What follows belongs to an exercise in optimizing a design on an open flow for a short achievable clock period and few clock cycles per item; a production flow would make more cautious choices.
Power and IR drop assume default switching activity.

// ppm_frame_decoder_calibrated
module ppm_frame_decoder_calibrated #(
    parameter int FRAME_SLOTS = 7
) (
    input  logic         i_clk,
    input  logic         i_rst_n,
    input  logic         i_in_valid,
    output logic         o_in_ready,
    input  ppmfd_pkg::t_us i_in_interval_us,
    output logic         o_out_valid,
    input  logic         i_out_ready,
    output ppmfd_pkg::t_axis o_out_axis_x,
    output ppmfd_pkg::t_axis o_out_axis_y,
    output ppmfd_pkg::t_axis o_out_axis_rx,
    output ppmfd_pkg::t_axis o_out_axis_ry,
    output logic         o_out_button_a,
    output logic         o_out_button_b,
    input  logic         i_cfg_valid,
    output logic         o_cfg_ready,
    input  ppmfd_pkg::t_cfg_idx i_cfg_idx,
    input  ppmfd_pkg::t_us i_cfg_data
);
Size in the first run: ~1300 flip-flops, ~0.084 sq mm of cells after synthesis.
==> flow/config.mk <==
export PLATFORM = sky130hd
export DESIGN_NAME = ppm_frame_decoder_calibrated
export DESIGN_NICKNAME = ppm_frame_decoder_calibrated
export VERILOG_FILES = /design/flow/design.v
export SDC_FILE = /design/flow/constraint.sdc
export NUM_CORES = 4
export LEC_CHECK = 0
export CAP_MARGIN = 20
export CORE_MARGIN = 2
export CORE_UTILIZATION = 60
export PLACE_DENSITY = 0.7
export SETUP_SLACK_MARGIN = 5
export SLEW_MARGIN = 20
==> flow/constraint.sdc <==
create_clock -name core_clock -period 10.0 [get_ports {i_clk}]
set_input_delay 2.0000 -clock core_clock [delete_from_list [all_inputs] [get_ports {i_clk}]]
set_output_delay 2.0000 -clock core_clock [all_outputs]
set_load 0.01 [all_outputs]
standard.sh (not shown) runs the stock make flow with config.mk's settings and CLKGATE_MAP_FILE= SYNTH_SCRIPT=/design/flow/synth_recipe.tcl, a recipe that flattens the netlist after the stock synthesis.
==> flow/flow/run.sh <==
#!/bin/bash
MARGIN=${MARGIN:-7}
sed -E "s/SETUP_SLACK_MARGIN=[^ ]+/SETUP_SLACK_MARGIN=${MARGIN}/" standard.sh > standard_margin.sh
bash standard_margin.sh > standard.log 2>&1
status=$?
tail -5 standard.log
exit $status
The baseline finished with timing, DRC and antenna clean.
Next try:
Settings changed: CORE_UTILIZATION 60 to 40, PLACE_DENSITY 0.7 to 0.6.
Effect: Die area came out higher by 49%; register-to-register slack improves by 30 ps; non-clock buffer count came out higher by 26; final area came out higher by about 1.4%; via count came out lower by 1.7%; core utilization came out lower by 23 points; final cell count came out higher by about 8%; routed wire length came out lower by 1.1%.
Function was not checked in any run of this note: the RTL went through the layout flow alone.


== run A ==
Another version of the RTL of ppm_frame_decoder_calibrated (not shown whole).
Size in the first run: ~7400 cells after synthesis, about 820 flip-flops, roughly 69000 sq um of cells after synthesis.
export LEC_CHECK = 0
export CAP_MARGIN = 20
export CORE_MARGIN = 2
export CORE_UTILIZATION = 40
export PLACE_DENSITY = 0.6
export SETUP_SLACK_MARGIN = 5
export SLEW_MARGIN = 20
create_clock -name core_clock -period 10.0 [get_ports {i_clk}]
Scripts as last shown in full above: flow/flow/run.sh
Edits applied to the flow inputs when going from run A to run B:
==> flow/run.sh (new file) <==
#!/bin/bash
# synth_recipe.tcl (not shown) runs the flow's synth.tcl, then flattens the netlist and writes it again
# the make line also repeats each setting of config.mk as NAME=value (left out here)
make -C /OpenROAD-flow-scripts/flow DESIGN_CONFIG=/design/flow/config.mk WORK_HOME=/design/flow/orfs CLKGATE_MAP_FILE= SYNTH_SCRIPT=/design/flow/synth_recipe.tcl finish
removed: flow/flow/run.sh
removed: flow/standard.sh
[summary]
- Between run B and run A, it is run B whose minimum period implied by the final worst setup slack is higher, by 0.84 ns.
- Run A vs run B, critical path's slowest cell: sky130_fd_sc_hd__a2111o_2 vs sky130_fd_sc_hd__o31ai_1
- In run B, achievable frequency is lower than in run A.
- Run A has higher number of non-filler instances in the completed layout than run B.
- The setup slack of run B was inferior to that of run A.
- Summary of run B over run A: source-to-sink clock delay at the later pin of the worst-skew pair down 0.03 ns; number of antenna diodes -5; total clock buffers created by CTS was more or less identical; total buffers and inverters traversed by the critical path went down.
- Of the two values seen for launching element of the worst setup path, r_cal_step[2] was produced by run A and r_cal_step[10] by run B.
Inputs modified between run B and run C:
Settings: CORE_UTILIZATION now 60, was 40; PLACE_DENSITY now 0.7, was 0.6.
==> comparison <==
Run C vs run B: post-route fraction of the period consumed by the critical path up in run C. Going from run B to run C, core area shrank by more than a quarter. Cell area | run C vs run B | run C smaller. Status: final net count parity (run B, run C). In run C the shortest period the worst path allows turned out 0.15 ns higher than in run B. Measured against each other, run B and run C differ in power per unit of standard cell area, the higher figure coming from run C. Run C vs. run B: count of non-CTS buffers in the layout saw a decrease; clock skew saw little to no change.
No functional check of the RTL was part of any run of this note.


== exp/delta ==
ppm_frame_decoder_calibrated, a different RTL version from the one above (not shown whole).
Size in the first run: roughly 8100 cells after synthesis, roughly 1000 flip-flops, roughly 77 I/O pins, about 0.077 mm2 of cells after synthesis.
export LEC_CHECK = 0
export CAP_MARGIN = 20
export CORE_MARGIN = 2
export CORE_UTILIZATION = 40
export CTS_CLUSTER_DIAMETER = 80
export CTS_CLUSTER_SIZE = 25
export PLACE_DENSITY = 0.6
export SETUP_SLACK_MARGIN = 5
export SLEW_MARGIN = 20
create_clock -name core_clock -period 10.0 [get_ports {i_clk}]
==> flow/flow/run.sh <==
#!/bin/bash
MARGIN=${MARGIN:-7}
sed -E "s/SETUP_SLACK_MARGIN=[^ ]+/SETUP_SLACK_MARGIN=${MARGIN}/" standard.sh > standard_margin.sh
bash standard_margin.sh > standard.log 2>&1
status=$?
tail -5 standard.log
exit $status
#### Input delta (exp/zinc over exp/delta)
Settings: swapping 25 for 20 in CTS_CLUSTER_SIZE.
- exp/zinc finished every step from synthesis to the final layout, and the layout passed the timing, design-rule and antenna checks.
- Total power delta (exp/delta -> exp/zinc): insignificant
- Summary of exp/zinc over exp/delta: final design area excluding fillers essentially unchanged; total nets after synthesis essentially unchanged; number of antenna diodes increased 3.
- Looking at exp/delta and exp/zinc, the power in combinational cells is a wash.
- As far as first-pass GRT wire length is concerned, exp/delta and exp/zinc perform about the same.
Function was not checked in any run of this note: the RTL went through the layout flow alone.

## what the ideal ports hide
No port has a modelled driver above. Below, the same layouts with a new extraction and two added sets of constraints. Step 1 assumes that a clkbuf_16 drives the clock port and a buf_2 every other input. Step 2 moves the port delays by t, midway between the first and last clock arrival at a register: inputs arrive t later, outputs are due t later. That takes back most of the time a late clock gives input paths. a / b / c = ideal ports / drivers / drivers and shift; a / b = the first two.
run	t (ns)	setup WS [ns]	hold WS [ns]	worst setup path after step 2
the first run of note 1	0.883	6.542 / 6.542 / 6.267	0.412 / 0.412 / 0.412	input to register
the second run of note 1	0.899	6.576 / 6.529 / 6.290	0.420 / 0.420 / 0.420	input to register
run A	0.811	6.238 / 6.238 / 6.238	0.440 / 0.440 / 0.440	register to register
run B	0.794	5.402 / 5.402 / 5.402	0.449 / 0.449 / 0.449	register to register
run C	0.784	5.253 / 5.253 / 4.776	0.441 / 0.441 / 0.441	input to register
exp/delta	0.809	6.524 / 6.523 / 6.191	0.419 / 0.419 / 0.419	input to register
exp/zinc	0.810	6.471 / 6.471 / 6.215	0.425 / 0.425 / 0.425	input to register
After both steps setup and hold are still met in every run listed. The setup slack of run C, which loses most, moves by 0.000 ns with the drivers and by -0.477 ns with both steps.
